This design comes from an exercise in tuning for small area, a short achievable clock period and few clock cycles per item on the open sky130 flow, not from production work.
Function was checked by simulation only, so behaviour that the tests miss may differ from the original.
Power and IR drop assume default switching activity.

==> flow/design.v <==
`default_nettype none
package bedh_pkg;
   localparam int EDGE_W  = 11;
   localparam int AGE_W   = 11;
   localparam int SLOT_W  = 5;
   localparam int CNT_W   = 32;
   localparam int TOT_W   = 48;
   localparam int NB_W    = 5;
   localparam int LIM_W   = 17;
   localparam int PADDR_W = 3;
   localparam int PDATA_W = 32;
   localparam logic [EDGE_W-1:0]  OPEN_END       = EDGE_W'(2000);
   localparam logic [PADDR_W-1:0] CSR_NUM_BREAKS = '0;
   typedef enum logic [1:0] {
      REQ_LOAD  = 2'd0,
      REQ_ADD   = 2'd1,
      REQ_READ  = 2'd2,
      REQ_CLEAR = 2'd3
   } req_kind_type;
   typedef enum logic [1:0] {
      ST_OK         = 2'd0,
      ST_AGE_RANGE  = 2'd1,
      ST_EDGE_ORDER = 2'd2,
      ST_SLOT_RANGE = 2'd3
   } status_type;
   typedef enum logic [2:0] {
      S_IDLE,
      S_LOAD_CHK,
      S_SCAN,
      S_TOT_ADD,
      S_READ_TOT,
      S_READ_LO,
      S_READ_UP,
      S_RESULT
   } state_type;
   typedef struct packed {
      logic rd_en;
      logic wr_en;
   } edge_ctl_type;
   typedef struct packed {
      logic rd_en;
      logic wr_en;
      logic clr;
   } tot_ctl_type;
endpackage
`default_nettype wire
`default_nettype none
import bedh_pkg::*;
module bedh_edge_mem
#(
   parameter int DEPTH = 16,
   parameter int AW    = 4
) (
   input  wire logic                    clock,
   input  wire logic                    we,
   input  wire logic [AW-1:0]           waddr,
   input  wire logic [EDGE_W-1:0]       wdata,
   output logic [DEPTH*EDGE_W-1:0]      edges
);
   logic [EDGE_W-1:0] mem_ff [DEPTH];
   for (genvar i = 0; i < DEPTH; i++) begin : g_ent
      always_ff @(posedge clock) begin
         if (we && waddr == AW'(i)) begin
            mem_ff[i] <= wdata;
         end
      end
      assign edges[i*EDGE_W +: EDGE_W] = mem_ff[i];
   end
endmodule
`default_nettype wire
`default_nettype none
import bedh_pkg::*;
module bedh_tot_mem
#(
   parameter int DEPTH = 17
) (
   input  wire logic                    clock,
   input  wire logic [DEPTH-1:0]        sel,
   input  wire logic                    we,
   input  wire logic                    clr,
   input  wire logic signed [TOT_W-1:0] wdata,
   output logic signed      [TOT_W-1:0] rdata
);
   logic signed [TOT_W-1:0] mem_ff [DEPTH];
   logic signed [TOT_W-1:0] wbus;
   assign wbus = clr ? '0 : wdata;
   for (genvar i = 0; i < DEPTH; i++) begin : g_ent
      always_ff @(posedge clock) begin
         if (clr || (we && sel[i])) begin
            mem_ff[i] <= wbus;
         end
      end
   end
   always_comb begin
      rdata = '0;
      for (int i = 0; i < DEPTH; i++) begin
         rdata = rdata | (mem_ff[i] & {TOT_W{sel[i]}});
      end
   end
endmodule
`default_nettype wire
`default_nettype none
import bedh_pkg::*;
module bedh_seq
#(
   parameter int MAX_EDGES = 16,
   parameter int AGE_LIMIT = 2000,
   parameter int EAW       = 4,
   parameter int NG        = MAX_EDGES + 1
) (
   input  wire logic                    clock,
   input  wire logic                    reset,
   input  wire logic [NB_W-1:0]         num_breaks,
   input  wire logic                    req_valid,
   output logic                         req_ready,
   input  wire logic [1:0]              req_type,
   input  wire logic [SLOT_W-1:0]       req_slot,
   input  wire logic [EDGE_W-1:0]       req_edge_value,
   input  wire logic [AGE_W-1:0]        req_age,
   input  wire logic                    req_age_missing,
   input  wire logic signed [CNT_W-1:0] req_count,
   input  wire logic [MAX_EDGES*EDGE_W-1:0] edges,
   output logic                         edge_we,
   output logic [EAW-1:0]               edge_waddr,
   output logic [EDGE_W-1:0]            edge_wdata,
   output logic [NG-1:0]                tot_sel,
   output logic                         tot_we,
   output logic                         tot_clr,
   output logic signed [TOT_W-1:0]      tot_wdata,
   input  wire logic signed [TOT_W-1:0] tot_rdata,
   output logic                         rsp_valid,
   input  wire logic                    rsp_ready,
   output logic [1:0]                   rsp_status,
   output logic [SLOT_W-1:0]            rsp_group,
   output logic signed [TOT_W-1:0]      rsp_total,
   output logic [EDGE_W-1:0]            rsp_group_lower,
   output logic [EDGE_W-1:0]            rsp_group_upper
);
   localparam int CW = 6;
   localparam logic signed [TOT_W-1:0] TOT_MAX = {1'b0, {(TOT_W-1){1'b1}}};
   localparam logic signed [TOT_W-1:0] TOT_MIN = {1'b1, {(TOT_W-1){1'b0}}};
   logic          adv, acc;
   logic          is_load, is_add, is_read, is_clr;
   logic [CW-1:0] n_use, slot_w;
   logic [EDGE_W-1:0] edge_at [MAX_EDGES];
   for (genvar i = 0; i < MAX_EDGES; i++) begin : g_edge
      assign edge_at[i] = edges[i*EDGE_W +: EDGE_W];
   end
   always_comb begin
      if (num_breaks == '0) begin
         n_use = CW'(1);
      end else if (CW'(num_breaks) > CW'(MAX_EDGES)) begin
         n_use = CW'(MAX_EDGES);
      end else begin
         n_use = CW'(num_breaks);
      end
   end
   logic rsp_valid_ff;
   assign adv       = !(rsp_valid_ff && !rsp_ready);
   assign req_ready = adv;
   assign acc       = req_valid && adv;
   assign is_load = req_type == REQ_LOAD;
   assign is_add  = req_type == REQ_ADD;
   assign is_read = req_type == REQ_READ;
   assign is_clr  = req_type == REQ_CLEAR;
   assign slot_w  = CW'(req_slot);
   logic [EDGE_W:0]    cx;
   logic [MAX_EDGES-1:0] cmp;
   assign cx = is_add ? {req_age, 1'b1} : {req_edge_value, 1'b0};
   for (genvar i = 0; i < MAX_EDGES; i++) begin : g_cmp
      assign cmp[i] = cx < {edge_at[i], !cx[0]};
   end
   logic          ld_slot_bad, ld_hi, ld_order;
   logic [1:0]    ld_st;
   logic [MAX_EDGES-1:0] cmp_prev;
   assign cmp_prev    = {cmp[MAX_EDGES-2:0], 1'b0};
   assign ld_slot_bad = slot_w >= n_use;
   assign ld_hi       = req_edge_value >= EDGE_W'(AGE_LIMIT);
   assign ld_order    = cmp_prev[req_slot[EAW-1:0]];
   assign ld_st       = ld_slot_bad ? ST_SLOT_RANGE :
                        (ld_hi || ld_order) ? ST_EDGE_ORDER : ST_OK;
   assign edge_we    = acc && is_load && !ld_slot_bad && !ld_hi && !ld_order;
   assign edge_waddr = req_slot[EAW-1:0];
   assign edge_wdata = req_edge_value;
   logic                 age_bad, low;
   logic [MAX_EDGES:1]   m;
   logic [MAX_EDGES-1:0] pick;
   logic [NG-1:0]        add_sel;
   logic [SLOT_W-1:0]    add_grp;
   assign age_bad = !req_age_missing && (req_age >= AGE_W'(AGE_LIMIT));
   assign low     = req_age_missing || cmp[0];
   always_comb begin
      for (int i = 1; i < MAX_EDGES; i++) begin
         m[i] = (CW'(i) >= n_use) || cmp[i];
      end
      m[MAX_EDGES] = 1'b1;
      for (int j = 0; j < MAX_EDGES; j++) begin
         pick[j] = m[j+1];
         for (int k = 1; k <= j; k++) begin
            pick[j] = pick[j] && !m[k];
         end
      end
      for (int j = 0; j < NG; j++) begin
         add_sel[j] = low ? (n_use == CW'(j)) : ((j < MAX_EDGES) ? pick[j] : 1'b0);
      end
      add_grp = '0;
      for (int j = 0; j < MAX_EDGES; j++) begin
         if (pick[j]) add_grp = add_grp | SLOT_W'(j);
      end
      if (low) add_grp = SLOT_W'(n_use);
   end
   logic              rd_bad, rd_in;
   logic [NG-1:0]     rd_sel;
   logic [EDGE_W-1:0] rd_lo, rd_up;
   logic [EAW-1:0]    slot_up;
   assign rd_bad  = slot_w > n_use;
   assign rd_in   = slot_w < n_use;
   assign slot_up = req_slot[EAW-1:0] + EAW'(1);
   always_comb begin
      for (int j = 0; j < NG; j++) begin
         rd_sel[j] = !rd_bad && (slot_w == CW'(j));
      end
   end
   assign rd_lo = rd_in ? edge_at[req_slot[EAW-1:0]] : '0;
   assign rd_up = !rd_in ? '0 :
                  (slot_w + CW'(1) < n_use) ? edge_at[slot_up] : EDGE_W'(AGE_LIMIT);
   logic                    v2_ff, add_ff, isadd_ff, clr_ff;
   logic [NG-1:0]           sel_ff;
   logic [1:0]              st_ff;
   logic [SLOT_W-1:0]       grp_ff;
   logic signed [CNT_W-1:0] data_ff;
   always_ff @(posedge clock) begin
      if (reset) begin
         v2_ff    <= 1'b0;
         add_ff   <= 1'b0;
         isadd_ff <= 1'b0;
         clr_ff   <= 1'b0;
         sel_ff   <= '0;
      end else if (adv) begin
         v2_ff    <= acc;
         add_ff   <= acc && is_add && !age_bad;
         isadd_ff <= acc && is_add;
         clr_ff   <= acc && is_clr;
         sel_ff   <= !acc ? '0 :
                     is_add ? (age_bad ? '0 : add_sel) :
                     is_read ? rd_sel : '0;
      end
   end
   always_ff @(posedge clock) begin
      if (adv) begin
         unique case (req_type)
            REQ_LOAD: begin
               st_ff   <= ld_st;
               grp_ff  <= req_slot;
               data_ff <= '0;
            end
            REQ_ADD: begin
               st_ff   <= age_bad ? ST_AGE_RANGE : ST_OK;
               grp_ff  <= age_bad ? '0 : add_grp;
               data_ff <= req_count;
            end
            REQ_READ: begin
               st_ff   <= rd_bad ? ST_SLOT_RANGE : ST_OK;
               grp_ff  <= req_slot;
               data_ff <= CNT_W'({rd_up, rd_lo});
            end
            default: begin
               st_ff   <= ST_OK;
               grp_ff  <= '0;
               data_ff <= '0;
            end
         endcase
      end
   end
   logic signed [TOT_W:0]   sum_w;
   logic signed [TOT_W-1:0] sat_sum;
   assign sum_w = (TOT_W+1)'(tot_rdata) + (TOT_W+1)'(data_ff);
   always_comb begin
      if (sum_w[TOT_W] != sum_w[TOT_W-1]) begin
         sat_sum = sum_w[TOT_W] ? TOT_MIN : TOT_MAX;
      end else begin
         sat_sum = sum_w[TOT_W-1:0];
      end
   end
   assign tot_sel   = sel_ff;
   assign tot_we    = adv && add_ff;
   assign tot_clr   = reset || (adv && clr_ff);
   assign tot_wdata = sat_sum;
   logic [1:0]              rsp_st_ff;
   logic [SLOT_W-1:0]       rsp_grp_ff;
   logic signed [TOT_W-1:0] rsp_tot_ff;
   logic [EDGE_W-1:0]       rsp_lo_ff, rsp_up_ff;
   always_ff @(posedge clock) begin
      if (reset) begin
         rsp_valid_ff <= 1'b0;
      end else if (adv) begin
         rsp_valid_ff <= v2_ff;
      end
   end
   always_ff @(posedge clock) begin
      if (adv) begin
         rsp_st_ff  <= st_ff;
         rsp_grp_ff <= grp_ff;
         rsp_tot_ff <= add_ff ? sat_sum : tot_rdata;
         rsp_lo_ff  <= isadd_ff ? '0 : data_ff[EDGE_W-1:0];
         rsp_up_ff  <= isadd_ff ? '0 : data_ff[2*EDGE_W-1:EDGE_W];
      end
   end
   assign rsp_valid       = rsp_valid_ff;
   assign rsp_status      = rsp_st_ff;
   assign rsp_group       = rsp_grp_ff;
   assign rsp_total       = rsp_tot_ff;
   assign rsp_group_lower = rsp_lo_ff;
   assign rsp_group_upper = rsp_up_ff;
endmodule
`default_nettype wire
`default_nettype none
import bedh_pkg::*;
module break_edge_histogram
#(
   parameter int MAX_EDGES = 16,
   parameter int AGE_LIMIT = 2000
) (
   input  wire logic                    clock,
   input  wire logic                    reset,
   input  wire logic                    psel,
   input  wire logic                    penable,
   input  wire logic                    pwrite,
   input  wire logic [PADDR_W-1:0]      paddr,
   input  wire logic [PDATA_W-1:0]      pwdata,
   output logic      [PDATA_W-1:0]      prdata,
   output logic                         pready,
   input  wire logic                    req_valid,
   output logic                         req_ready,
   input  wire logic [1:0]              req_type,
   input  wire logic [SLOT_W-1:0]       req_slot,
   input  wire logic [EDGE_W-1:0]       req_edge_value,
   input  wire logic [AGE_W-1:0]        req_age,
   input  wire logic                    req_age_missing,
   input  wire logic signed [CNT_W-1:0] req_count,
   output logic                         rsp_valid,
   input  wire logic                    rsp_ready,
   output logic [1:0]                   rsp_status,
   output logic [SLOT_W-1:0]            rsp_group,
   output logic signed [TOT_W-1:0]      rsp_total,
   output logic [EDGE_W-1:0]            rsp_group_lower,
   output logic [EDGE_W-1:0]            rsp_group_upper
);
   localparam int EAW = (MAX_EDGES > 1) ? $clog2(MAX_EDGES) : 1;
   localparam int NG  = MAX_EDGES + 1;
   logic [NB_W-1:0] num_breaks_ff;
   logic            csr_wr;
   logic [MAX_EDGES*EDGE_W-1:0] edges;
   logic                        edge_we;
   logic [EAW-1:0]              edge_waddr;
   logic [EDGE_W-1:0]           edge_wdata;
   logic [NG-1:0]               tot_sel;
   logic                        tot_we;
   logic                        tot_clr;
   logic signed [TOT_W-1:0]     tot_wdata;
   logic signed [TOT_W-1:0]     tot_rdata;
   assign pready = 1'b1;
   assign csr_wr = psel && penable && pwrite;
   always_ff @(posedge clock) begin
      if (reset) begin
         num_breaks_ff <= NB_W'(1);
      end else if (csr_wr && paddr == CSR_NUM_BREAKS) begin
         num_breaks_ff <= pwdata[NB_W-1:0];
      end
   end
   assign prdata = (paddr == CSR_NUM_BREAKS) ? PDATA_W'(num_breaks_ff) : '0;
   bedh_seq #(
      .MAX_EDGES (MAX_EDGES),
      .AGE_LIMIT (AGE_LIMIT),
      .EAW       (EAW),
      .NG        (NG)
   ) u_seq (
      .clock           (clock),
      .reset           (reset),
      .num_breaks      (num_breaks_ff),
      .req_valid       (req_valid),
      .req_ready       (req_ready),
      .req_type        (req_type),
      .req_slot        (req_slot),
      .req_edge_value  (req_edge_value),
      .req_age         (req_age),
      .req_age_missing (req_age_missing),
      .req_count       (req_count),
      .edges           (edges),
      .edge_we         (edge_we),
      .edge_waddr      (edge_waddr),
      .edge_wdata      (edge_wdata),
      .tot_sel         (tot_sel),
      .tot_we          (tot_we),
      .tot_clr         (tot_clr),
      .tot_wdata       (tot_wdata),
      .tot_rdata       (tot_rdata),
      .rsp_valid       (rsp_valid),
      .rsp_ready       (rsp_ready),
      .rsp_status      (rsp_status),
      .rsp_group       (rsp_group),
      .rsp_total       (rsp_total),
      .rsp_group_lower (rsp_group_lower),
      .rsp_group_upper (rsp_group_upper)
   );
   bedh_edge_mem #(
      .DEPTH (MAX_EDGES),
      .AW    (EAW)
   ) u_edge_mem (
      .clock (clock),
      .we    (edge_we),
      .waddr (edge_waddr),
      .wdata (edge_wdata),
      .edges (edges)
   );
   bedh_tot_mem #(
      .DEPTH (NG)
   ) u_tot_mem (
      .clock (clock),
      .sel   (tot_sel),
      .we    (tot_we),
      .clr   (tot_clr),
      .wdata (tot_wdata),
      .rdata (tot_rdata)
   );
endmodule
`default_nettype wire
==> flow/run.sh <==
#!/bin/bash
# synth_recipe.tcl (not shown) runs the flow's synth.tcl, then flattens the netlist and writes it again
# the make line also repeats each setting of config.mk as NAME=value (left out here)
make -C /OpenROAD-flow-scripts/flow DESIGN_CONFIG=/design/flow/config.mk WORK_HOME=/design/flow/orfs CLKGATE_MAP_FILE= SYNTH_SCRIPT=/design/flow/synth_recipe.tcl finish
==> flow/config.mk <==
export PLATFORM = sky130hd
export DESIGN_NAME = break_edge_histogram
export DESIGN_NICKNAME = break_edge_histogram
export VERILOG_FILES = /design/flow/design.v
export SDC_FILE = /design/flow/constraint.sdc
export NUM_CORES = 4
export LEC_CHECK = 0
export CAP_MARGIN = 20
export CORE_MARGIN = 2
export CORE_UTILIZATION = 40
export SLEW_MARGIN = 20
==> flow/constraint.sdc <==
create_clock -name core_clock -period 7.0 [get_ports {clock}]
set_input_delay 1.4000 -clock core_clock [delete_from_list [all_inputs] [get_ports {clock}]]
set_output_delay 1.4000 -clock core_clock [all_outputs]
set_load 0.01 [all_outputs]
==> results of run 1 <==
==> kinds of logic (layout without fill, tap and decap cells) <==
logic type / Yosys count / in the layout / synth area share (%)
AND/OR/NAND/NOR: 778 / 778 / 7.32
flip-flops: 1135 / 1135 / 65.3
AO/OA/AOI/OAI: 1209 / 1209 / 16.5
multiplexers: 21 / 21 / 0.457
other: 2 / 29 / 0.0145
XOR/XNOR: 42 / 42 / 0.725
buffers and inverters: 459 / 754 / 3.71
adder cells (fa/ha/maj): 246 / 246 / 5.96
==> registers in the layout, summed over array words and instances (netlist names) <==
| name | cells |
|---|---|
| u_seq.rsp_st_ff | 2 |
| u_seq.isadd_ff | 1 |
| u_seq.add_ff | 1 |
| u_seq.rsp_tot_ff | 48 |
| u_seq.rsp_valid_ff | 1 |
| u_seq.v2_ff | 1 |
| u_seq.grp_ff | 5 |
| u_edge_mem.mem_ff | 176 |
| u_seq.data_ff | 32 |
| u_seq.clr_ff | 1 |
| u_seq.rsp_up_ff | 11 |
| u_seq.rsp_grp_ff | 5 |
| u_tot_mem.mem_ff | 816 |
| num_breaks_ff | 5 |
| u_seq.sel_ff | 17 |
| u_seq.rsp_lo_ff | 11 |
| u_seq.st_ff | 2 |
==> power by group <==
part	total, mW	internal (mW)	switching [mW]
sequential	9.01	8.73	0.279
combinational	2.37	0.736	1.64
clock	5.96	3.30	2.66
total	17.3	12.8	4.57
==> final cells by class <==
cell class | instances | area [µm²] | share of cell area [%]
Sequential cell | 1135 | 33800 | 56.5
Multi-Input combinational cell | 2324 | 16300 | 27.3
Timing Repair Buffer | 342 | 3150 | 5.26
Clock buffer | 140 | 3000 | 5.01
Tap cell | 1742 | 2180 | 3.64
Inverter | 211 | 797 | 1.33
Clock inverter | 61 | 579 | 0.968
Antenna cell | 1 | 2.50 | 0.00418
==> cells in the final DEF, fill, tap and decap left out, types with 94 or more instances in the layout <==
cell / Yosys / final
nor2_1: 188 / 186
buf_4: 35 / 167
clkbuf_16: 0 / 115
edfxtp_1: 1108 / 1108
ha_1: 245 / 244
a21oi_1: 244 / 243
nand2_1: 215 / 213
nand3_1: 94 / 94
clkdlybuf4s50_1: 0 / 160
inv_1: 210 / 209
o21ai_0: 109 / 109
a22oi_1: 371 / 371
==> cells in the mapped netlist (all sizes together), types with 11 or more instances <==
cell type  number
a211oi         25
a21o           70
a21oi         246
a221oi         82
a222oi         52
a22o           34
a22oi         371
a31oi          13
and2           28
and3           58
buf            66
clkbuf        182
dfxtp          27
edfxtp       1108
ha            245
inv           210
mux2           11
nand2         215
nand2b         11
nand3          95
nand4          72
nor2          189
nor2b          37
nor3           35
o2111ai        13
o211ai         13
o21a           17
o21ai         135
o21bai         14
o221ai         18
o22ai          31
xnor2          18
xor2           24
==> layer usage <==
layer  track usage (%)  vias to the layer above  wire, µm
met3              4.53                      347     16800
li1                  -                    15800         -
met2              43.3                     2074     84400
met4              9.90                        0      7370
met5                 0                        -         0
met1              36.8                    18700     73800
==> how the worst min path moves through the flow <==
stage	from	end	slack (ps)	cells after the start
finish	u_seq.grp_ff[3]$_DFFE_PN_	u_seq.rsp_grp_ff[3]$_DFFE_PN_	420	0
CTS	u_seq.grp_ff[3]$_DFFE_PN_	u_seq.rsp_grp_ff[3]$_DFFE_PN_	420	0
global placement	u_seq.grp_ff[3]$_DFFE_PN_	u_seq.rsp_grp_ff[3]$_DFFE_PN_	410	0
global route	u_seq.grp_ff[4]$_DFFE_PN_	u_seq.rsp_grp_ff[4]$_DFFE_PN_	430	0
detailed placement	u_seq.grp_ff[4]$_DFFE_PN_	u_seq.rsp_grp_ff[4]$_DFFE_PN_	410	0
floorplan	u_seq.grp_ff[0]$_DFFE_PN_	u_seq.rsp_grp_ff[0]$_DFFE_PN_	400	0
==> through the flow <==
stage | power (mW) | cell area, µm² | util [%] | std cells | hold WS [ps]
after floorplan | 10.3 | 51900 | - | 3918 | 400
after global placement | 11.4 | 56300 | 43.6 | 5753 | 407
after detailed placement | 11.5 | 56300 | 43.6 | 5753 | 407
after CTS | 17.3 | 59800 | 46.4 | 5954 | 422
after global routing | 17.9 | 59900 | 46.4 | 5955 | 433
final | 17.3 | 59900 | 46.4 | 5956 | 424
==> metrics.yaml, run 1 <==
yosys:
  ys_seq_area_share_pct: 65.3
  synth-edff-count: 1108
  synthTopCellsByArea: "edfxtp_1 (64%), ha_1 (5.9%), a22oi_1 (5.4%)"
  ys_warn_count: 7
  netlist_area_um2: 51800
  avgSynthCellArea_um2: 13.3
  async_flop_share_pct: 0
  ys_seq_elements: 1135
  syn_inst: 3892
  ys_types: 91
  yosysTopAreaCellShare_pct: 64.3
  synth_top_cell_by_area: "edfxtp_1"
  ys.flop_type: "edfxtp_1"
worst_setup_path:
  crit_chain: "a22oi_1 -> nand4_1 -> nor2_1 -> nand2_1 -> ha_1 -> a21o_1 -> a211o_1 -> o21ai_1 -> o21ai_1 -> a31oi_1 -> nor2_1 -> a41o_2 -> a21boi_4 -> a21oi_1"
  r2r_start: "u_seq.sel_ff[6]$_SDFFE_PP0N_"
  start_kind: "flip-flop"
  crit_buf_inv: 0
  cp_max_fo: 24
  ff2ff_path_depth: 14
  crit_path_start: "u_seq.sel_ff[6]$_SDFFE_PP0N_"
  cpMaxStageDelayCell: "dfxtp_2"
  ff2ff_setup_slack_ps: 850
  r2r-end: "u_seq.rsp_tot_ff[3]$_DFFE_PN_"
  crit_path_end: "u_seq.rsp_tot_ff[3]$_DFFE_PN_"
  worstSetupPathType: "reg2reg"
  path_depth: 14
  end_kind: "flip-flop"
  slowest_delay_ps: 910
  critPathTopFamily: "compound AO/OA/AOI/OAI gates"
  worstPathRequired_ps: 7330
  cp.arrival_ps: 6480
grt:
  track_usage_pct: 27.0
  grt_pass1_wl_um: 256000
  grt_pass1_vias: 35700
  grt_start_max_net_pins: 60
  antenna_found_initial: 0
  grt_overflow: 0
finish:
  area_growth_pct: 15.6
  fillers: 11500
  fin_nets: 4477
  post_route_cells_drive_above_1_share_pct: 9.92
floorplan:
  die_y_um: 364
  coreArea_um2: 129000
  rows: 132
  die_width_um: 364
  die-area_um2: 132000
  start_util_pct: 40.1
  ioPinCount: 216
placement:
  finalWeightedCongestion: 0.971
  post-dp-hpwl_um: 118000
  pre_cts_slack_ps: 395
  port_buffers: 160
routing:
  drtAntennaViolNets: 0
  drt_iter0_drc: 5189
  drc: 0
  firstDrtPassIters: 6
  wire_per_inst_um: 30.6
  vias: 36900
  routed_wl_um: 182000
  viasPerCell: 6.19
clock_tree:
  clk_path_buf_depth: 3
  cts_buffers: 113
  post_cts_buffers: 0
  numClockSinks: 1135
  clk_latency_ps: 770
  cts-resized-gates: 0
  htree_num_levels: 3
  postCtsHoldBufs: 0
  clock-root-buffer: "clkbuf_16"
  cts_tree: "done"
  clkTransAtPathRegs_ps: 60
sta:
  timing.final.ws_setup_ps: 852
  maxSlewViolCount: 0
  period_share_pct: 87.8
  fin_skew_ps: 75.4
  max_freq_mhz: 163
  setup_viol: 0
  hold_viol: 0
  tightest_slew_ps: 1150
  min_period_ps: 6150
  rsz0062_at_grt: "false"
  slew_headroom_pct: 23.4
  finalSetupTns_ps: 0
pwr:
  p_leak_nw: 22.5
  p_per_area_nw_per_um2: 290
  ir_drop_mv: 0.234
hold_path:
  worstHoldPathType: "reg2reg"
flow_run:
  maxCapViolCount: 0
status:
  status: "finished clean"
Testbench counts, summed over its fixed seeds: cycles 24,016, items 24,000.
==> inputs of run 2 (changes only) <==
--- a/flow/design.v
+++ b/flow/design.v
@@ -77,3 +77,4 @@
    input  wire logic                    clock,
-   input  wire logic [DEPTH-1:0]        sel,
+   input  wire logic [DEPTH-1:0]        rsel,
+   input  wire logic [DEPTH-1:0]        wsel,
    input  wire logic                    we,
@@ -88,3 +89,3 @@
       always_ff @(posedge clock) begin
-         if (clr || (we && sel[i])) begin
+         if (clr || (we && wsel[i])) begin
             mem_ff[i] <= wbus;
@@ -96,3 +97,3 @@
       for (int i = 0; i < DEPTH; i++) begin
-         rdata = rdata | (mem_ff[i] & {TOT_W{sel[i]}});
+         rdata = rdata | (mem_ff[i] & {TOT_W{rsel[i]}});
       end
@@ -103,2 +104,64 @@
 import bedh_pkg::*;
+module bedh_sat_add (
+   input  wire logic signed [TOT_W-1:0] a,
+   input  wire logic signed [CNT_W-1:0] b,
+   output logic signed      [TOT_W-1:0] sum
+);
+   localparam int LW = CNT_W;
+   localparam int HW = TOT_W - CNT_W;
+   localparam int LV = $clog2(LW);
+   logic [LW-1:0] p, g;
+   logic [LW-1:0] gp [LV+1];
+   logic [LW-1:0] pp [LV+1];
+   logic [LW-1:0] lo;
+   logic          c;
+   logic [HW-1:0] hi, hi_inc, hi_dec, hi_new;
+   logic [HW-1:0] all1, all0;
+   logic          neg, up, dn, ovf_hi, ovf_lo;
+   assign p = a[LW-1:0] ^ b;
+   assign g = a[LW-1:0] & b;
+   always_comb begin
+      gp[0] = g;
+      pp[0] = p;
+      for (int l = 0; l < LV; l++) begin
+         for (int i = 0; i < LW; i++) begin
+            if (((i >> l) & 1) == 1) begin
+               gp[l+1][i] = gp[l][i] | (pp[l][i] & gp[l][((i >> l) << l) - 1]);
+               pp[l+1][i] = pp[l][i] & pp[l][((i >> l) << l) - 1];
+            end else begin
+               gp[l+1][i] = gp[l][i];
+               pp[l+1][i] = pp[l][i];
+            end
+         end
+      end
+   end
+   assign lo = p ^ {gp[LV][LW-2:0], 1'b0};
+   assign c  = gp[LV][LW-1];
+   assign hi  = a[TOT_W-1:LW];
+   assign neg = b[LW-1];
+   always_comb begin
+      all1[0] = 1'b1;
+      all0[0] = 1'b1;
+      for (int i = 1; i < HW; i++) begin
+         all1[i] = all1[i-1] & hi[i-1];
+         all0[i] = all0[i-1] & !hi[i-1];
+      end
+   end
+   assign hi_inc = hi ^ all1;
+   assign hi_dec = hi ^ all0;
+   assign up     = c && !neg;
+   assign dn     = !c && neg;
+   assign ovf_hi = up && (hi == {1'b0, {(HW-1){1'b1}}});
+   assign ovf_lo = dn && (hi == {1'b1, {(HW-1){1'b0}}});
+   assign hi_new = up ? hi_inc : dn ? hi_dec : hi;
+   always_comb begin
+      if (ovf_hi) begin
+         sum = {1'b0, {(TOT_W-1){1'b1}}};
+      end else if (ovf_lo) begin
+         sum = {1'b1, {(TOT_W-1){1'b0}}};
+      end else begin
+         sum = {hi_new, lo};
+      end
+   end
+endmodule
 module bedh_seq
@@ -125,3 +188,4 @@
    output logic [EDGE_W-1:0]            edge_wdata,
-   output logic [NG-1:0]                tot_sel,
+   output logic [NG-1:0]                tot_rsel,
+   output logic [NG-1:0]                tot_wsel,
    output logic                         tot_we,
@@ -166,7 +230,12 @@
    assign slot_w  = CW'(req_slot);
-   logic [EDGE_W:0]    cx;
+   logic [EDGE_W-1:0]    cx;
    logic [MAX_EDGES-1:0] cmp;
-   assign cx = is_add ? {req_age, 1'b1} : {req_edge_value, 1'b0};
-   for (genvar i = 0; i < MAX_EDGES; i++) begin : g_cmp
-      assign cmp[i] = cx < {edge_at[i], !cx[0]};
+   assign cx = is_add ? req_age : req_edge_value;
+   always_comb begin
+      for (int i = 0; i < MAX_EDGES; i++) begin
+         cmp[i] = !is_add;
+         for (int b = 0; b < EDGE_W; b++) begin
+            cmp[i] = (!cx[b] && edge_at[i][b]) || (!(cx[b] && !edge_at[i][b]) && cmp[i]);
+         end
+      end
    end
@@ -187,3 +256,2 @@
    logic [MAX_EDGES-1:0] pick;
-   logic [NG-1:0]        add_sel;
    logic [SLOT_W-1:0]    add_grp;
@@ -202,5 +270,2 @@
       end
-      for (int j = 0; j < NG; j++) begin
-         add_sel[j] = low ? (n_use == CW'(j)) : ((j < MAX_EDGES) ? pick[j] : 1'b0);
-      end
       add_grp = '0;
@@ -212,3 +277,2 @@
    logic              rd_bad, rd_in;
-   logic [NG-1:0]     rd_sel;
    logic [EDGE_W-1:0] rd_lo, rd_up;
@@ -218,7 +282,2 @@
    assign slot_up = req_slot[EAW-1:0] + EAW'(1);
-   always_comb begin
-      for (int j = 0; j < NG; j++) begin
-         rd_sel[j] = !rd_bad && (slot_w == CW'(j));
-      end
-   end
    assign rd_lo = rd_in ? edge_at[req_slot[EAW-1:0]] : '0;
@@ -226,22 +285,26 @@
                   (slot_w + CW'(1) < n_use) ? edge_at[slot_up] : EDGE_W'(AGE_LIMIT);
-   logic                    v2_ff, add_ff, isadd_ff, clr_ff;
-   logic [NG-1:0]           sel_ff;
-   logic [1:0]              st_ff;
-   logic [SLOT_W-1:0]       grp_ff;
-   logic signed [CNT_W-1:0] data_ff;
+   logic a_rd_en;
+   assign a_rd_en = is_add ? !age_bad : (is_read && !rd_bad);
+   logic [SLOT_W-1:0] a_grp;
+   assign a_grp = is_add ? (age_bad ? '0 : add_grp) : is_clr ? '0 : req_slot;
+   logic                    r_add_ff, r_isadd_ff, r_clr_ff, r_v_ff;
+   logic                    r_rd_en_ff;
+   logic [1:0]              r_st_ff;
+   logic [SLOT_W-1:0]       r_grp_ff;
+   logic signed [CNT_W-1:0] r_data_ff;
+   logic                    w_add_ff, w_isadd_ff, w_clr_ff, w_v_ff;
+   logic [1:0]              w_st_ff;
+   logic [SLOT_W-1:0]       w_grp_ff;
+   logic signed [CNT_W-1:0] w_data_ff;
+   logic signed [TOT_W-1:0] w_tot_ff;
+   logic signed [TOT_W-1:0] sat_sum;
    always_ff @(posedge clock) begin
       if (reset) begin
-         v2_ff    <= 1'b0;
-         add_ff   <= 1'b0;
-         isadd_ff <= 1'b0;
-         clr_ff   <= 1'b0;
-         sel_ff   <= '0;
+         r_v_ff       <= 1'b0;
+         r_add_ff     <= 1'b0;
+         r_clr_ff     <= 1'b0;
       end else if (adv) begin
-         v2_ff    <= acc;
-         add_ff   <= acc && is_add && !age_bad;
-         isadd_ff <= acc && is_add;
-         clr_ff   <= acc && is_clr;
-         sel_ff   <= !acc ? '0 :
-                     is_add ? (age_bad ? '0 : add_sel) :
-                     is_read ? rd_sel : '0;
+         r_v_ff       <= acc;
+         r_add_ff     <= acc && is_add && !age_bad;
+         r_clr_ff     <= acc && is_clr;
       end
@@ -250,22 +313,21 @@
       if (adv) begin
+         r_isadd_ff <= is_add;
+         r_rd_en_ff <= a_rd_en;
+         r_grp_ff   <= a_grp;
          unique case (req_type)
             REQ_LOAD: begin
-               st_ff   <= ld_st;
-               grp_ff  <= req_slot;
-               data_ff <= '0;
+               r_st_ff   <= ld_st;
+               r_data_ff <= '0;
             end
             REQ_ADD: begin
-               st_ff   <= age_bad ? ST_AGE_RANGE : ST_OK;
-               grp_ff  <= age_bad ? '0 : add_grp;
-               data_ff <= req_count;
+               r_st_ff   <= age_bad ? ST_AGE_RANGE : ST_OK;
+               r_data_ff <= req_count;
             end
             REQ_READ: begin
-               st_ff   <= rd_bad ? ST_SLOT_RANGE : ST_OK;
-               grp_ff  <= req_slot;
-               data_ff <= CNT_W'({rd_up, rd_lo});
+               r_st_ff   <= rd_bad ? ST_SLOT_RANGE : ST_OK;
+               r_data_ff <= CNT_W'({rd_up, rd_lo});
             end
             default: begin
-               st_ff   <= ST_OK;
-               grp_ff  <= '0;
-               data_ff <= '0;
+               r_st_ff   <= ST_OK;
+               r_data_ff <= '0;
             end
@@ -274,19 +336,48 @@
    end
-   logic signed [TOT_W:0]   sum_w;
-   logic signed [TOT_W-1:0] sat_sum;
-   assign sum_w = (TOT_W+1)'(tot_rdata) + (TOT_W+1)'(data_ff);
    always_comb begin
-      if (sum_w[TOT_W] != sum_w[TOT_W-1]) begin
-         sat_sum = sum_w[TOT_W] ? TOT_MIN : TOT_MAX;
-      end else begin
-         sat_sum = sum_w[TOT_W-1:0];
+      for (int j = 0; j < NG; j++) begin
+         tot_rsel[j] = r_rd_en_ff && (r_grp_ff == SLOT_W'(j));
       end
    end
-   assign tot_sel   = sel_ff;
-   assign tot_we    = adv && add_ff;
-   assign tot_clr   = reset || (adv && clr_ff);
-   assign tot_wdata = sat_sum;
-   logic [1:0]              rsp_st_ff;
+   logic fwd_clr, fwd_w, fwd_rsp;
+   logic rsp_add_ff;
    logic [SLOT_W-1:0]       rsp_grp_ff;
    logic signed [TOT_W-1:0] rsp_tot_ff;
+   assign fwd_clr = w_clr_ff;
+   assign fwd_w   = r_rd_en_ff && w_add_ff && (w_grp_ff == r_grp_ff);
+   assign fwd_rsp = r_rd_en_ff && rsp_add_ff && (rsp_grp_ff == r_grp_ff);
+   always_ff @(posedge clock) begin
+      if (reset) begin
+         w_v_ff   <= 1'b0;
+         w_add_ff <= 1'b0;
+         w_clr_ff <= 1'b0;
+      end else if (adv) begin
+         w_v_ff   <= r_v_ff;
+         w_add_ff <= r_add_ff;
+         w_clr_ff <= r_clr_ff;
+      end
+   end
+   always_ff @(posedge clock) begin
+      if (adv) begin
+         w_isadd_ff <= r_isadd_ff;
+         w_st_ff    <= r_st_ff;
+         w_grp_ff   <= r_grp_ff;
+         w_data_ff  <= r_data_ff;
+         w_tot_ff   <= fwd_clr ? '0 : fwd_w ? sat_sum : fwd_rsp ? rsp_tot_ff : tot_rdata;
+      end
+   end
+   bedh_sat_add u_add (
+      .a   (w_tot_ff),
+      .b   (w_data_ff),
+      .sum (sat_sum)
+   );
+   always_comb begin
+      for (int j = 0; j < NG; j++) begin
+         tot_wsel[j] = rsp_grp_ff == SLOT_W'(j);
+      end
+   end
+   assign tot_we    = rsp_add_ff;
+   assign tot_clr   = reset || (adv && w_clr_ff);
+   assign tot_wdata = rsp_tot_ff;
+   logic [1:0]              rsp_st_ff;
    logic [EDGE_W-1:0]       rsp_lo_ff, rsp_up_ff;
@@ -295,4 +386,6 @@
          rsp_valid_ff <= 1'b0;
+         rsp_add_ff   <= 1'b0;
       end else if (adv) begin
-         rsp_valid_ff <= v2_ff;
+         rsp_valid_ff <= w_v_ff;
+         rsp_add_ff   <= w_add_ff;
       end
@@ -301,7 +394,7 @@
       if (adv) begin
-         rsp_st_ff  <= st_ff;
-         rsp_grp_ff <= grp_ff;
-         rsp_tot_ff <= add_ff ? sat_sum : tot_rdata;
-         rsp_lo_ff  <= isadd_ff ? '0 : data_ff[EDGE_W-1:0];
-         rsp_up_ff  <= isadd_ff ? '0 : data_ff[2*EDGE_W-1:EDGE_W];
+         rsp_st_ff  <= w_st_ff;
+         rsp_grp_ff <= w_grp_ff;
+         rsp_tot_ff <= w_add_ff ? sat_sum : w_tot_ff;
+         rsp_lo_ff  <= w_isadd_ff ? '0 : w_data_ff[EDGE_W-1:0];
+         rsp_up_ff  <= w_isadd_ff ? '0 : w_data_ff[2*EDGE_W-1:EDGE_W];
       end
@@ -356,3 +449,4 @@
    logic [EDGE_W-1:0]           edge_wdata;
-   logic [NG-1:0]               tot_sel;
+   logic [NG-1:0]               tot_rsel;
+   logic [NG-1:0]               tot_wsel;
    logic                        tot_we;
@@ -392,3 +486,4 @@
       .edge_wdata      (edge_wdata),
-      .tot_sel         (tot_sel),
+      .tot_rsel        (tot_rsel),
+      .tot_wsel        (tot_wsel),
       .tot_we          (tot_we),
@@ -419,3 +514,4 @@
       .clock (clock),
-      .sel   (tot_sel),
+      .rsel  (tot_rsel),
+      .wsel  (tot_wsel),
       .we    (tot_we),
==> metrics.yaml, run 2 <==
placement:
  post-dp-hpwl_um: 117000
  port_buffers: 160
  pre_cts_slack_ps: 303
  finalWeightedCongestion: 0.940
  place_area_um2: 58200
clock_tree:
  numClockSinks: 1211
  htree_num_levels: 4
  postCtsHoldBufs: 0
  clock-root-buffer: "clkbuf_16"
  cts_buffers: 133
  clk_latency_ps: 770
  clk_path_buf_depth: 3
  post_cts_buffers: 0
  cts-resized-gates: 0
  clkTransAtPathRegs_ps: 60
  cts_tree: "done"
sta:
  slew_headroom_pct: 13.3
  fin_skew_ps: 29.3
  rsz0062_at_grt: "false"
  period_share_pct: 85.7
  max_freq_mhz: 167
  setup_viol: 0
  timing.hold.ws_ps: 416
  timing.final.ws_setup_ps: 1000
  finalSetupTns_ps: 0
  hold_viol: 0
  tightest_slew_ps: 1290
  maxSlewViolCount: 0
  min_period_ps: 6000
routing:
  wire_per_inst_um: 31.2
  firstDrtPassIters: 6
  routed_wl_um: 187000
  drc: 0
  vias: 37900
  drt_iter0_drc: 5530
  met2_length_um: 88800
  wl_met1_um: 71100
  viasPerCell: 6.31
  topRoutingLayerUsed: "met5"
  met3_wirelength_um: 18200
  drtAntennaViolNets: 0
finish:
  post_route_cells_drive_above_1_share_pct: 10.8
  final_core_util_pct: 46.8
  fin_nets: 4323
  final_cell_area_um2: 62400
  largest_reg_flops: 816
  area_growth_pct: 16.4
  layout_common_cells: "edfxtp_1 (1,198), a22oi_1 (280), a21oi_1 (230)"
  reg_top3: "u_tot_mem.mem_ff: 816 flops, u_edge_mem.mem_ff: 176 flops"
  final_common_cell: "edfxtp_1"
  top_register: "u_tot_mem.mem_ff"
yosys:
  syn_inst: 3939
  ys.flop_type: "edfxtp_1"
  yosysTopAreaCellShare_pct: 67.1
  synthTopCellsByArea: "edfxtp_1 (67%), a22oi_1 (3.9%), a21oi_1 (2.2%)"
  synth_top_cell_by_area: "edfxtp_1"
  ys_types: 83
  yosys-top-cells-count: "edfxtp_1 (1,198), a22oi_1 (280), nor2_1 (241)"
  netlist_area_um2: 53600
  synth.most_common_cell: "edfxtp_1"
  async_flop_share_pct: 0
  ys_seq_elements: 1211
  ys_warn_count: 10
  ys_seq_area_share_pct: 67.6
  avgSynthCellArea_um2: 13.6
  synth-edff-count: 1198
hold_path:
  worstHoldPathType: "reg2reg"
worst_setup_path:
  worstPathRequired_ps: 7520
  worstSetupPathType: "in2reg"
  cp.arrival_ps: 6520
  cp_max_fo: 21
  start_kind: "input pin"
  end_kind: "flip-flop"
grt:
  grt_pass1_vias: 36700
  grt_start_max_net_pins: 97
  grt_pass1_wl_um: 263000
  grt_overflow: 0
  antenna_found_initial: 1
  track_usage_pct: 26.8
pwr:
  p_leak_nw: 22.2
  p_per_area_nw_per_um2: 280
  ir_drop_mv: 0.217
floorplan:
  ioPinCount: 216
  die_width_um: 370
  start_util_pct: 40.2
  coreArea_um2: 133000
  die-area_um2: 137000
  die_y_um: 370
  rows: 134
flow_run:
  maxCapViolCount: 0
status:
  status: "finished clean"
## run 2: cell count changes after synthesis, moves of 38 or more
| cell | before | now |
|---|---|---|
| ha_1 | 245 | 78 |
| a221oi_1 | 81 | 120 |
| nor2_1 | 188 | 241 |
| a22o_1 | 34 | 95 |
| a21o_1 | 70 | 32 |
| inv_1 | 210 | 71 |
| and2_1 | 23 | 89 |
| a22oi_1 | 371 | 280 |
| edfxtp_1 | 1108 | 1198 |
## run 2: power by group
part | total [mW] | switching, mW | internal (mW) | leakage [nW]
clock | 6.90 | 2.91 | 3.99 | 2.05
sequential | 8.90 | 0.277 | 8.62 | 12.6
combinational | 1.71 | 1.13 | 0.584 | 7.55
total | 17.5 | 4.31 | 13.2 | 22.2
## run 2: final timing paths
kind                                       from                           endpoint  slack (ps)  cells past startpoint
setup / recovery                    req_type[0]  u_edge_mem.mem_ff[0][2]$_DFFE_PP_        1000                     18
hold / removal    u_seq.r_data_ff[31]$_DFFE_PN_      u_seq.w_data_ff[31]$_DFFE_PN_         420                      0
setup reg to reg   u_seq.w_data_ff[0]$_DFFE_PN_     u_seq.rsp_tot_ff[16]$_DFFE_PN_        2110                     12
hold reg to reg   u_seq.r_data_ff[31]$_DFFE_PN_      u_seq.w_data_ff[31]$_DFFE_PN_         420                      0
## run 2: kinds of logic after synthesis
group,count (synthesis),share of synthesized area [%]
AOI/OAI and AO/OA,1261,16.8
xor gates and xnor gates,38,0.621
adders and majority gates,114,2.60
buffers and inverters,357,2.85
DFF,1211,67.6
muxes,61,1.30
other,2,0.0140
and+or+nand+nor,895,8.23
## run 2: area by class of cell
| type | count | area, µm² |
|---|---|---|
| Clock inverter | 64 | 614 |
| Sequential cell | 1211 | 36200 |
| Fill cell | 11700 | 70900 |
| Tap cell | 1768 | 2210 |
| Timing Repair Buffer | 319 | 3040 |
| Multi-Input combinational cell | 2397 | 16400 |
| Clock buffer | 171 | 3620 |
| Antenna cell | 1 | 2.50 |
| Inverter | 74 | 285 |
## run 2: worst max-delay path, cell delays in order
cell and delay [ps]:
clkdlybuf4s50_1 550, ha_4 400, buf_4 300, buf_4 240
mux2i_4 600, buf_4 290, o21ai_0 90, a21oi_1 320
o211ai_1 140, nor3_1 670, buf_4 230, or3_1 100
nand3_1 70, nand4_1 110, a211oi_2 90, and3_1 390
and4_1 340, buf_12 160
## run 2: through the flow
stage                     cells  total power [mW]
after CTS                  6004              17.6
final                      6005              17.5
after global placement     5766              10.7
after detailed placement   5769              10.7
after floorplan            3965              9.86
after global routing       6004              18.0
## run 2: metal layers
metal / vias up / global-route usage (%)
li1: 16200 / -
met1: 19100 / 34.6
met2: 2220 / 43.5
met3: 443 / 5.19
met4: 2 / 12.6
met5: - / 0
Testbench counts of run 2, summed over its fixed seeds: cycles 24,024, items 24,000.
==> inputs of run 3 (changes only) <==
--- a/flow/config.mk
+++ b/flow/config.mk
@@ -7,2 +7,3 @@
 export LEC_CHECK = 0
+export ABC_CLOCK_PERIOD_IN_PS = 3500
 export CAP_MARGIN = 20
@@ -10,2 +11,3 @@
 export CORE_UTILIZATION = 40
+export SETUP_SLACK_MARGIN = 3.5
 export SLEW_MARGIN = 20
==> metrics.yaml, run 3 <==
status:
  status: "finished clean"
routing:
  firstDrtPassIters: 9
  topRoutingLayerUsed: "met5"
  vias: 40000
  met3_wirelength_um: 21400
  routed_wl_um: 202000
  drt_iter0_drc: 6048
  drtAntennaViolNets: 0
  drc: 0
  wl_met1_um: 74700
  wire_per_inst_um: 32.6
  met2_length_um: 95900
  viasPerCell: 6.46
sta:
  finalSetupTns_ps: 0
  slew_headroom_pct: 20.0
  min_period_ps: 4560
  max_freq_mhz: 219
  tightest_slew_ps: 1200
  setup_viol: 0
  rsz0062_at_grt: "true"
  maxSlewViolCount: 0
  fin_skew_ps: 36.5
  hold_viol: 0
  period_share_pct: 65.1
yosys:
  netlist_area_um2: 53600
  synth.most_common_cell: "edfxtp_1"
  synth-simple-area-share_pct: 8.23
  synth-edff-count: 1198
  async_flop_share_pct: 0
  muxShareOfSynthArea_pct: 1.30
  yosysTopAreaCellShare_pct: 67.1
  synthTopCellsByArea: "edfxtp_1 (67%), a22oi_1 (3.9%), a21oi_1 (2.2%)"
  ys_warn_count: 10
  synth_xor_area_share_pct: 0.621
  synth_compound_area_share_pct: 16.8
  synth_top_family_by_area: "compound AO/OA/AOI/OAI gates"
  ys_types: 83
  syn_inst: 3939
  ys_seq_elements: 1211
  ys.flop_type: "edfxtp_1"
  avgSynthCellArea_um2: 13.6
  yosys-top-cells-count: "edfxtp_1 (1,198), a22oi_1 (280), nor2_1 (241)"
  synth_top_cell_by_area: "edfxtp_1"
  synth_adder_area_share_pct: 2.60
  ys_seq_area_share_pct: 67.6
pwr:
  swShare_pct: 25.7
  seq_power_share_pct: 49.4
  p_clk_share_pct: 38.0
  switchingPower_mw: 4.62
  p_per_area_nw_per_um2: 268
  p_total_mw: 18.0
  power.internal_mw: 13.4
  p_leak_nw: 23.7
  p_comb_share_pct: 12.6
  ir_drop_mv: 0.239
grt:
  grt_pass1_wl_um: 281000
  grt_start_max_net_pins: 131
  antenna_found_initial: 8
  grt_pass1_vias: 38300
  track_usage_pct: 28.7
  grt_overflow: 0
floorplan:
  ioPinCount: 216
  die-area_um2: 137000
  die_width_um: 370
  start_util_pct: 40.2
  rows: 134
  die_y_um: 370
  coreArea_um2: 133000
worst_setup_path:
  ff2ff_setup_slack_ps: 2680
  worstPathRequired_ps: 7440
  cp_max_fo: 10
  end_kind: "flip-flop"
  cp.arrival_ps: 4990
  ff2ff_path_depth: 17
  worstSetupPathType: "in2reg"
  start_kind: "input pin"
finish:
  area_growth_pct: 25.3
  layout_common_cells: "edfxtp_1 (1,198), a22oi_1 (279), nor2_1 (211)"
  largest_reg_flops: 816
  reg_top3: "u_tot_mem.mem_ff: 816 flops, u_edge_mem.mem_ff: 176 flops"
  final_common_cell: "edfxtp_1"
  fillers: 11200
  final_core_util_pct: 50.4
  fin_nets: 4500
  final_cell_area_um2: 67200
  multiInputGateArea_um2: 18900
  post_route_cells_drive_above_1_share_pct: 22.2
  top_register: "u_tot_mem.mem_ff"
  seq_area_um2: 36200
hold_path:
  worstHoldPathType: "reg2reg"
  min_path_cells: 0
clock_tree:
  cts_buffers: 130
  clock-root-buffer: "clkbuf_16"
  cts_tree: "done"
  htree_num_levels: 4
  clk_latency_ps: 770
  clk_path_buf_depth: 3
  clkTransAtPathRegs_ps: 60
  numClockSinks: 1211
  postCtsHoldBufs: 0
flow_run:
  maxCapViolCount: 0
placement:
  place_area_um2: 58000
  port_buffers: 160
  post-dp-hpwl_um: 117000
  finalWeightedCongestion: 0.957
## run 3: cell count changes in the layout (fill, tap and decap cells not counted), moves of 29 or more
cell	delta
a21oi_1	-71
o21ai_0	-63
buf_4	+58
buf_6	+57
a21oi_2	+42
ha_1	-37
ha_4	+36
o21ai_1	+34
and3_4	+32
and3_1	-30
a21oi_4	+29
## run 3: worst paths after layout
kind                                 startpoint                                 end
setup / recovery                    req_type[1]  u_edge_mem.mem_ff[15][9]$_DFFE_PP_
hold / removal    u_seq.r_data_ff[26]$_DFFE_PN_       u_seq.w_data_ff[26]$_DFFE_PN_
setup reg to reg  num_breaks_ff[3]$_SDFFE_PP0P_  u_edge_mem.mem_ff[15][9]$_DFFE_PP_
hold reg to reg   u_seq.r_data_ff[26]$_DFFE_PN_       u_seq.w_data_ff[26]$_DFFE_PN_
## run 3: metrics by stage
step	instances	hold WS (ps)	setup WS, ps
3_3_place_gp	5745	402	528
3_5_place_dp	5747	405	541
4_1_cts	6143	418	2540
2_1_floorplan	3965	400	2490
6_report	6183	417	2440
5_1_grt	6181	423	2420
## run 3: cell families (layout without fill, tap and decap cells)
group / Yosys count / after routing
other cells: 2 / 30
buf+inv: 357 / 788
mux: 61 / 63
fa+ha+maj: 114 / 114
xor+xnor: 38 / 38
simple gates: 895 / 910
compound gates: 1261 / 1261
flops: 1211 / 1211
## run 3: critical path, stage by stage
cell	delay [ps]
buf_12	90
inv_12	30
ha_4	210
buf_12	150
buf_12	130
mux2i_4	200
buf_4	230
a31oi_1	350
o21ai_0	200
a221oi_2	330
o22ai_2	170
o21ai_4	230
mux2_2	190
nor3_1	50
a211oi_2	230
and3_4	290
buf_6	120
buf_12	100
and3_4	300
## run 3: repair_timing
item	CTS	global route
gates cloned	39	3
buffers inserted	125	35
pin swaps	157	87
endpoints found under the setup margin	1655	497
resized for setup	539	199
## run 3: metal layers
| metal | GRT usage (%) | up-vias |
|---|---|---|
| li1 | - | 16600 |
| met1 | 36.9 | 20200 |
| met2 | 46.6 | 2646 |
| met3 | 6.34 | 516 |
| met4 | 12.6 | 2 |
| met5 | 0 | - |
## run 3: power groups by stage
stage / registers (mW) / clock network [mW] / logic [mW]
global route: 8.93 / 7.15 / 2.38
CTS: 8.88 / 6.87 / 2.03
global placement: 9.01 / 0 / 1.66
finish: 8.89 / 6.83 / 2.27
floorplan: 8.92 / 0 / 0.928
detailed placement: 9.03 / 0 / 1.67
## run 3: layout make-up
cell class              instances  area share, %
multi-input cells            2414           28.1
repair inverters                3         0.0726
flip-flops and latches       1211           53.9
clock inverters                77           1.21
clock buffers                 155           5.01
well taps                    1768           3.29
inverters                      74          0.484
diodes                          2        0.00745
repair buffers                479           7.83
==> inputs of run 4 (changes only) <==
--- a/flow/design.v
+++ b/flow/design.v
@@ -203,4 +203,2 @@
    localparam int CW = 6;
-   localparam logic signed [TOT_W-1:0] TOT_MAX = {1'b0, {(TOT_W-1){1'b1}}};
-   localparam logic signed [TOT_W-1:0] TOT_MIN = {1'b1, {(TOT_W-1){1'b0}}};
    logic          adv, acc;
@@ -221,6 +219,6 @@
    end
-   logic rsp_valid_ff;
+   logic rsp_valid_ff, r_ld_ff;
    assign adv       = !(rsp_valid_ff && !rsp_ready);
-   assign req_ready = adv;
-   assign acc       = req_valid && adv;
+   assign req_ready = adv && !r_ld_ff;
+   assign acc       = req_valid && req_ready;
    assign is_load = req_type == REQ_LOAD;
@@ -230,10 +228,8 @@
    assign slot_w  = CW'(req_slot);
-   logic [EDGE_W-1:0]    cx;
-   logic [MAX_EDGES-1:0] cmp;
-   assign cx = is_add ? req_age : req_edge_value;
+   logic [MAX_EDGES-1:0] lt;
    always_comb begin
       for (int i = 0; i < MAX_EDGES; i++) begin
-         cmp[i] = !is_add;
+         lt[i] = 1'b0;
          for (int b = 0; b < EDGE_W; b++) begin
-            cmp[i] = (!cx[b] && edge_at[i][b]) || (!(cx[b] && !edge_at[i][b]) && cmp[i]);
+            lt[i] = (!req_age[b] && edge_at[i][b]) || (!(req_age[b] && !edge_at[i][b]) && lt[i]);
          end
@@ -241,14 +237,2 @@
    end
-   logic          ld_slot_bad, ld_hi, ld_order;
-   logic [1:0]    ld_st;
-   logic [MAX_EDGES-1:0] cmp_prev;
-   assign cmp_prev    = {cmp[MAX_EDGES-2:0], 1'b0};
-   assign ld_slot_bad = slot_w >= n_use;
-   assign ld_hi       = req_edge_value >= EDGE_W'(AGE_LIMIT);
-   assign ld_order    = cmp_prev[req_slot[EAW-1:0]];
-   assign ld_st       = ld_slot_bad ? ST_SLOT_RANGE :
-                        (ld_hi || ld_order) ? ST_EDGE_ORDER : ST_OK;
-   assign edge_we    = acc && is_load && !ld_slot_bad && !ld_hi && !ld_order;
-   assign edge_waddr = req_slot[EAW-1:0];
-   assign edge_wdata = req_edge_value;
    logic                 age_bad, low;
@@ -256,8 +240,8 @@
    logic [MAX_EDGES-1:0] pick;
-   logic [SLOT_W-1:0]    add_grp;
+   logic [NG-1:0]        add_sel;
    assign age_bad = !req_age_missing && (req_age >= AGE_W'(AGE_LIMIT));
-   assign low     = req_age_missing || cmp[0];
+   assign low     = req_age_missing || lt[0];
    always_comb begin
       for (int i = 1; i < MAX_EDGES; i++) begin
-         m[i] = (CW'(i) >= n_use) || cmp[i];
+         m[i] = (CW'(i) >= n_use) || lt[i];
       end
@@ -270,23 +254,16 @@
       end
-      add_grp = '0;
-      for (int j = 0; j < MAX_EDGES; j++) begin
-         if (pick[j]) add_grp = add_grp | SLOT_W'(j);
+      for (int j = 0; j < NG; j++) begin
+         add_sel[j] = low ? (n_use == CW'(j)) : ((j < MAX_EDGES) ? pick[j] : 1'b0);
       end
-      if (low) add_grp = SLOT_W'(n_use);
    end
-   logic              rd_bad, rd_in;
-   logic [EDGE_W-1:0] rd_lo, rd_up;
-   logic [EAW-1:0]    slot_up;
-   assign rd_bad  = slot_w > n_use;
-   assign rd_in   = slot_w < n_use;
-   assign slot_up = req_slot[EAW-1:0] + EAW'(1);
-   assign rd_lo = rd_in ? edge_at[req_slot[EAW-1:0]] : '0;
-   assign rd_up = !rd_in ? '0 :
-                  (slot_w + CW'(1) < n_use) ? edge_at[slot_up] : EDGE_W'(AGE_LIMIT);
-   logic a_rd_en;
-   assign a_rd_en = is_add ? !age_bad : (is_read && !rd_bad);
-   logic [SLOT_W-1:0] a_grp;
-   assign a_grp = is_add ? (age_bad ? '0 : add_grp) : is_clr ? '0 : req_slot;
-   logic                    r_add_ff, r_isadd_ff, r_clr_ff, r_v_ff;
-   logic                    r_rd_en_ff;
+   logic          rd_bad;
+   logic [NG-1:0] rd_sel;
+   assign rd_bad = slot_w > n_use;
+   always_comb begin
+      for (int j = 0; j < NG; j++) begin
+         rd_sel[j] = !rd_bad && (slot_w == CW'(j));
+      end
+   end
+   logic                    r_v_ff, r_add_ff, r_isadd_ff, r_clr_ff, r_rd_ff;
+   logic [NG-1:0]           r_sel_ff;
    logic [1:0]              r_st_ff;
@@ -294,3 +271,3 @@
    logic signed [CNT_W-1:0] r_data_ff;
-   logic                    w_add_ff, w_isadd_ff, w_clr_ff, w_v_ff;
+   logic                    w_v_ff, w_add_ff, w_isadd_ff, w_clr_ff;
    logic [1:0]              w_st_ff;
@@ -299,2 +276,7 @@
    logic signed [TOT_W-1:0] w_tot_ff;
+   logic                    rsp_add_ff;
+   logic [1:0]              rsp_st_ff;
+   logic [SLOT_W-1:0]       rsp_grp_ff;
+   logic signed [TOT_W-1:0] rsp_tot_ff;
+   logic [EDGE_W-1:0]       rsp_lo_ff, rsp_up_ff;
    logic signed [TOT_W-1:0] sat_sum;
@@ -302,9 +284,15 @@
       if (reset) begin
-         r_v_ff       <= 1'b0;
-         r_add_ff     <= 1'b0;
-         r_clr_ff     <= 1'b0;
+         r_v_ff   <= 1'b0;
+         r_add_ff <= 1'b0;
+         r_clr_ff <= 1'b0;
+         r_ld_ff  <= 1'b0;
+         r_sel_ff <= '0;
       end else if (adv) begin
-         r_v_ff       <= acc;
-         r_add_ff     <= acc && is_add && !age_bad;
-         r_clr_ff     <= acc && is_clr;
+         r_v_ff   <= acc;
+         r_add_ff <= acc && is_add && !age_bad;
+         r_clr_ff <= acc && is_clr;
+         r_ld_ff  <= acc && is_load;
+         r_sel_ff <= !acc ? '0 :
+                     is_add ? (age_bad ? '0 : add_sel) :
+                     is_read ? rd_sel : '0;
       end
@@ -314,27 +302,60 @@
          r_isadd_ff <= is_add;
-         r_rd_en_ff <= a_rd_en;
-         r_grp_ff   <= a_grp;
-         unique case (req_type)
-            REQ_LOAD: begin
-               r_st_ff   <= ld_st;
-               r_data_ff <= '0;
-            end
-            REQ_ADD: begin
-               r_st_ff   <= age_bad ? ST_AGE_RANGE : ST_OK;
-               r_data_ff <= req_count;
-            end
-            REQ_READ: begin
-               r_st_ff   <= rd_bad ? ST_SLOT_RANGE : ST_OK;
-               r_data_ff <= CNT_W'({rd_up, rd_lo});
-            end
-            default: begin
-               r_st_ff   <= ST_OK;
-               r_data_ff <= '0;
-            end
-         endcase
+         r_rd_ff    <= is_read;
+         r_grp_ff   <= is_clr ? '0 : req_slot;
+         r_st_ff    <= (is_add && age_bad) ? ST_AGE_RANGE :
+                       (is_read && rd_bad) ? ST_SLOT_RANGE : ST_OK;
+         r_data_ff  <= is_add ? req_count : CNT_W'(req_edge_value);
+      end
+   end
+   logic              ld_slot_bad, ld_hi, ld_order, ld_ok;
+   logic [1:0]        ld_st;
+   logic [EAW-1:0]    ld_slot;
+   logic [EDGE_W-1:0] ld_val, ld_prev;
+   logic [EDGE_W-1:0] edge_dn [MAX_EDGES];
+   logic [EDGE_W-1:0] edge_up [MAX_EDGES];
+   always_comb begin
+      for (int i = 0; i < MAX_EDGES; i++) begin
+         edge_dn[i] = edge_at[(i + MAX_EDGES - 1) % MAX_EDGES];
+         edge_up[i] = edge_at[(i + 1) % MAX_EDGES];
       end
    end
+   assign ld_slot    = r_grp_ff[EAW-1:0];
+   assign ld_val     = r_data_ff[EDGE_W-1:0];
+   assign ld_prev    = edge_dn[ld_slot];
+   assign ld_slot_bad = CW'(r_grp_ff) >= n_use;
+   assign ld_hi       = ld_val >= EDGE_W'(AGE_LIMIT);
+   always_comb begin
+      ld_order = 1'b1;
+      for (int b = 0; b < EDGE_W; b++) begin
+         ld_order = (!ld_val[b] && ld_prev[b]) || (!(ld_val[b] && !ld_prev[b]) && ld_order);
+      end
+      ld_order = ld_order && (ld_slot != '0);
+   end
+   assign ld_st = ld_slot_bad ? ST_SLOT_RANGE :
+                  (ld_hi || ld_order) ? ST_EDGE_ORDER : ST_OK;
+   assign ld_ok = r_ld_ff && !ld_slot_bad && !ld_hi && !ld_order;
+   assign edge_we    = adv && ld_ok;
+   assign edge_waddr = ld_slot;
+   assign edge_wdata = ld_val;
+   logic              rd_in;
+   logic [EDGE_W-1:0] rd_lo, rd_up;
+   assign rd_in = CW'(r_grp_ff) < n_use;
+   assign rd_lo = rd_in ? edge_at[r_grp_ff[EAW-1:0]] : '0;
+   assign rd_up = !rd_in ? '0 :
+                  (CW'(r_grp_ff) + CW'(1) < n_use) ? edge_up[r_grp_ff[EAW-1:0]] :
+                  EDGE_W'(AGE_LIMIT);
+   assign tot_rsel = r_sel_ff;
+   logic [SLOT_W-1:0] r_sel_enc, r_grp;
+   always_comb begin
+      r_sel_enc = '0;
+      for (int j = 0; j < NG; j++) begin
+         if (r_sel_ff[j]) r_sel_enc = r_sel_enc | SLOT_W'(j);
+      end
+   end
+   assign r_grp = r_isadd_ff ? r_sel_enc : r_grp_ff;
+   logic [NG-1:0] w_dec, rsp_dec;
    always_comb begin
       for (int j = 0; j < NG; j++) begin
-         tot_rsel[j] = r_rd_en_ff && (r_grp_ff == SLOT_W'(j));
+         w_dec[j]   = w_grp_ff == SLOT_W'(j);
+         rsp_dec[j] = rsp_grp_ff == SLOT_W'(j);
       end
@@ -342,8 +363,5 @@
    logic fwd_clr, fwd_w, fwd_rsp;
-   logic rsp_add_ff;
-   logic [SLOT_W-1:0]       rsp_grp_ff;
-   logic signed [TOT_W-1:0] rsp_tot_ff;
    assign fwd_clr = w_clr_ff;
-   assign fwd_w   = r_rd_en_ff && w_add_ff && (w_grp_ff == r_grp_ff);
-   assign fwd_rsp = r_rd_en_ff && rsp_add_ff && (rsp_grp_ff == r_grp_ff);
+   assign fwd_w   = w_add_ff && ((r_sel_ff & w_dec) != '0);
+   assign fwd_rsp = rsp_add_ff && ((r_sel_ff & rsp_dec) != '0);
    always_ff @(posedge clock) begin
@@ -362,6 +380,7 @@
          w_isadd_ff <= r_isadd_ff;
-         w_st_ff    <= r_st_ff;
-         w_grp_ff   <= r_grp_ff;
-         w_data_ff  <= r_data_ff;
-         w_tot_ff   <= fwd_clr ? '0 : fwd_w ? sat_sum : fwd_rsp ? rsp_tot_ff : tot_rdata;
+         w_st_ff    <= r_ld_ff ? ld_st : r_st_ff;
+         w_grp_ff   <= r_grp;
+         w_data_ff  <= r_isadd_ff ? r_data_ff :
+                       r_rd_ff ? CNT_W'({rd_up, rd_lo}) : '0;
+         w_tot_ff   <= fwd_w ? sat_sum : fwd_clr ? '0 : fwd_rsp ? rsp_tot_ff : tot_rdata;
       end
@@ -373,7 +392,3 @@
    );
-   always_comb begin
-      for (int j = 0; j < NG; j++) begin
-         tot_wsel[j] = rsp_grp_ff == SLOT_W'(j);
-      end
-   end
+   assign tot_wsel  = rsp_dec;
    assign tot_we    = rsp_add_ff;
@@ -381,4 +396,2 @@
    assign tot_wdata = rsp_tot_ff;
-   logic [1:0]              rsp_st_ff;
-   logic [EDGE_W-1:0]       rsp_lo_ff, rsp_up_ff;
    always_ff @(posedge clock) begin
--- a/flow/config.mk
+++ b/flow/config.mk
@@ -7,3 +7,2 @@
 export LEC_CHECK = 0
-export ABC_CLOCK_PERIOD_IN_PS = 3500
 export CAP_MARGIN = 20
@@ -13 +12,2 @@
 export SLEW_MARGIN = 20
+export TNS_END_PERCENT = 0
==> metrics.yaml, run 4 <==
status:
  status: "finished clean"
floorplan:
  start_util_pct: 40.4
  rows: 135
  ioPinCount: 216
grt:
  grt_overflow: 0
  grt_start_max_net_pins: 87
  track_usage_pct: 28.2
sta:
  period_share_pct: 56.7
  rsz0062_at_grt: "true"
  min_period_ps: 3970
  maxSlewViolCount: 0
  max_freq_mhz: 252
  fin_skew_ps: 39.6
  tightest_slew_ps: 1350
clock_tree:
  cts_tree: "done"
  clock-root-buffer: "clkbuf_16"
  clk_latency_ps: 780
  cts_buffers: 131
  numClockSinks: 1229
  clk_path_buf_depth: 3
hold_path:
  holdCritStartpoint: "u_seq.w_st_ff[0]$_DFFE_PN_"
  min_to: "u_seq.rsp_st_ff[0]$_DFFE_PN_"
  worstHoldPathType: "reg2reg"
worst_setup_path:
  worstPathRequired_ps: 7450
  end_kind: "flip-flop"
  crit_chain: "buf_6 -> ha_4 -> buf_12 -> buf_4 -> and3_1 -> buf_4 -> a2111oi_2 -> nand3_1 -> o21ai_0 -> a221oi_1 -> a31oi_2 -> nand4_1 -> buf_6 -> nor2_4 -> buf_6"
  cpMaxStageDelayCell: "a2111oi_2"
  crit_buf_inv: 6
  worstSetupPathType: "reg2reg"
  ff2ff_path_depth: 15
  cp.arrival_ps: 4420
  slowest_delay_ps: 560
routing:
  firstDrtPassIters: 8
  drtAntennaViolNets: 0
pwr:
  seq_power_share_pct: 51.7
  ir_drop_mv: 0.163
  power.internal_mw: 12.9
  swShare_pct: 24.9
  p_per_area_nw_per_um2: 263
  p_clk_share_pct: 38.9
finish:
  final_common_cell: "edfxtp_1"
  area_growth_pct: 18.6
  top_register: "u_tot_mem.mem_ff"
  fillers: 11900
  largest_reg_flops: 816
placement:
  port_buffers: 160
  post-dp-hpwl_um: 121000
yosys:
  syn_inst: 4141
  synth.most_common_cell: "edfxtp_1"
[run 4: cell types whose count changed after synthesis, moves of 27 or more]
cell	change
a22oi_1	+178
a221oi_1	-73
clkbuf_1	+58
a22o_1	-51
nand3_1	+44
a311oi_1	+37
nor2_1	+37
and3_1	-33
a21oi_1	-28
nand2_1	+28
maj3_1	+27
[run 4: layout make-up]
class | instances | area [µm²] | area share [%]
Timing Repair Buffer | 404 | 3980 | 6.12
Multi-Input combinational cell | 2531 | 17800 | 27.4
Sequential cell | 1229 | 36600 | 56.3
Clock buffer | 159 | 3390 | 5.22
Tap cell | 1781 | 2230 | 3.43
Inverter | 88 | 384 | 0.590
Antenna cell | 2 | 5.00 | 0.00769
Clock inverter | 69 | 641 | 0.985
[run 4: logic make-up after synthesis]
group / after synthesis / synth area share, %
adders and majority gates: 137 / 2.95
DFF: 1229 / 66.7
other: 2 / 0.0137
and+or+nand+nor: 1033 / 9.35
xor gates and xnor gates: 27 / 0.431
buffers and inverters: 410 / 3.04
AOI/OAI and AO/OA: 1279 / 16.9
muxes: 24 / 0.572
[run 4: metrics by stage]
step / instances / total power [mW] / area [µm²] / hold WS [ps] / worst slack (ps)
finish: 6263 / 17.1 / 65100 / 428 / 3030
global route: 6261 / 17.6 / 65100 / 438 / 3020
CTS: 6226 / 17.1 / 64400 / 428 / 3140
detailed placement: 5918 / 10.4 / 58700 / 413 / 1270
global placement: 5918 / 10.4 / 58700 / 415 / 1270
floorplan: 4167 / 9.65 / 55200 / 400 / 1130
[run 4: worst max path at each step]
stage	from	end	depth (start not counted)
6_report	u_seq.r_grp_ff[0]$_SDFFCE_PN0N_	u_edge_mem.mem_ff[5][3]$_DFFE_PP_	15
5_1_grt	u_seq.r_grp_ff[0]$_SDFFCE_PN0N_	u_edge_mem.mem_ff[3][2]$_DFFE_PP_	15
4_1_cts	u_seq.r_grp_ff[0]$_SDFFCE_PN0N_	u_edge_mem.mem_ff[3][2]$_DFFE_PP_	17
3_5_place_dp	req_age[3]	u_seq.r_sel_ff[14]$_SDFFE_PP0N_	11
3_3_place_gp	req_age[3]	u_seq.r_sel_ff[14]$_SDFFE_PP0N_	11
2_1_floorplan	rsp_ready	u_tot_mem.mem_ff[4][0]$_DFFE_PP_	6
[run 4: repair_timing]
action                                  4_1_cts  5_1_grt
cloned                                       13        6
buffers inserted                             67       29
resized for setup                           252       90
pin swaps                                    43       45
endpoints found under the setup margin      824      560
[run 4: layer usage]
layer / global-route usage (%) / up-vias / part of all wire [%]
met3: 5.29 / 564 / 10
met4: 15.3 / 12 / 6.2
met2: 44.5 / 2787 / 46
li1: - / 17000 / -
met1: 36.8 / 20500 / 38
met5: 0 / - / 0.038
[run 4: power by group through the flow]
| stage | clock (mW) | combinational [mW] | sequential (mW) |
|---|---|---|---|
| floorplan | 0 | 0.753 | 8.90 |
| global placement | 0 | 1.37 | 9.00 |
| detailed placement | 0 | 1.37 | 9.01 |
| CTS | 6.72 | 1.50 | 8.85 |
| global route | 7.03 | 1.69 | 8.89 |
| finish | 6.66 | 1.62 | 8.86 |
Testbench counts of run 4, summed over its fixed seeds: cycles 24,506, items 24,000.

Setup slack of run 4, layout unchanged: 3.034 ns with ideal ports, 3.034 ns with driving cells assumed (clock clkbuf_16, inputs buf_2), 2.264 ns with port delays also shifted by the 0.847 ns mid clock arrival.
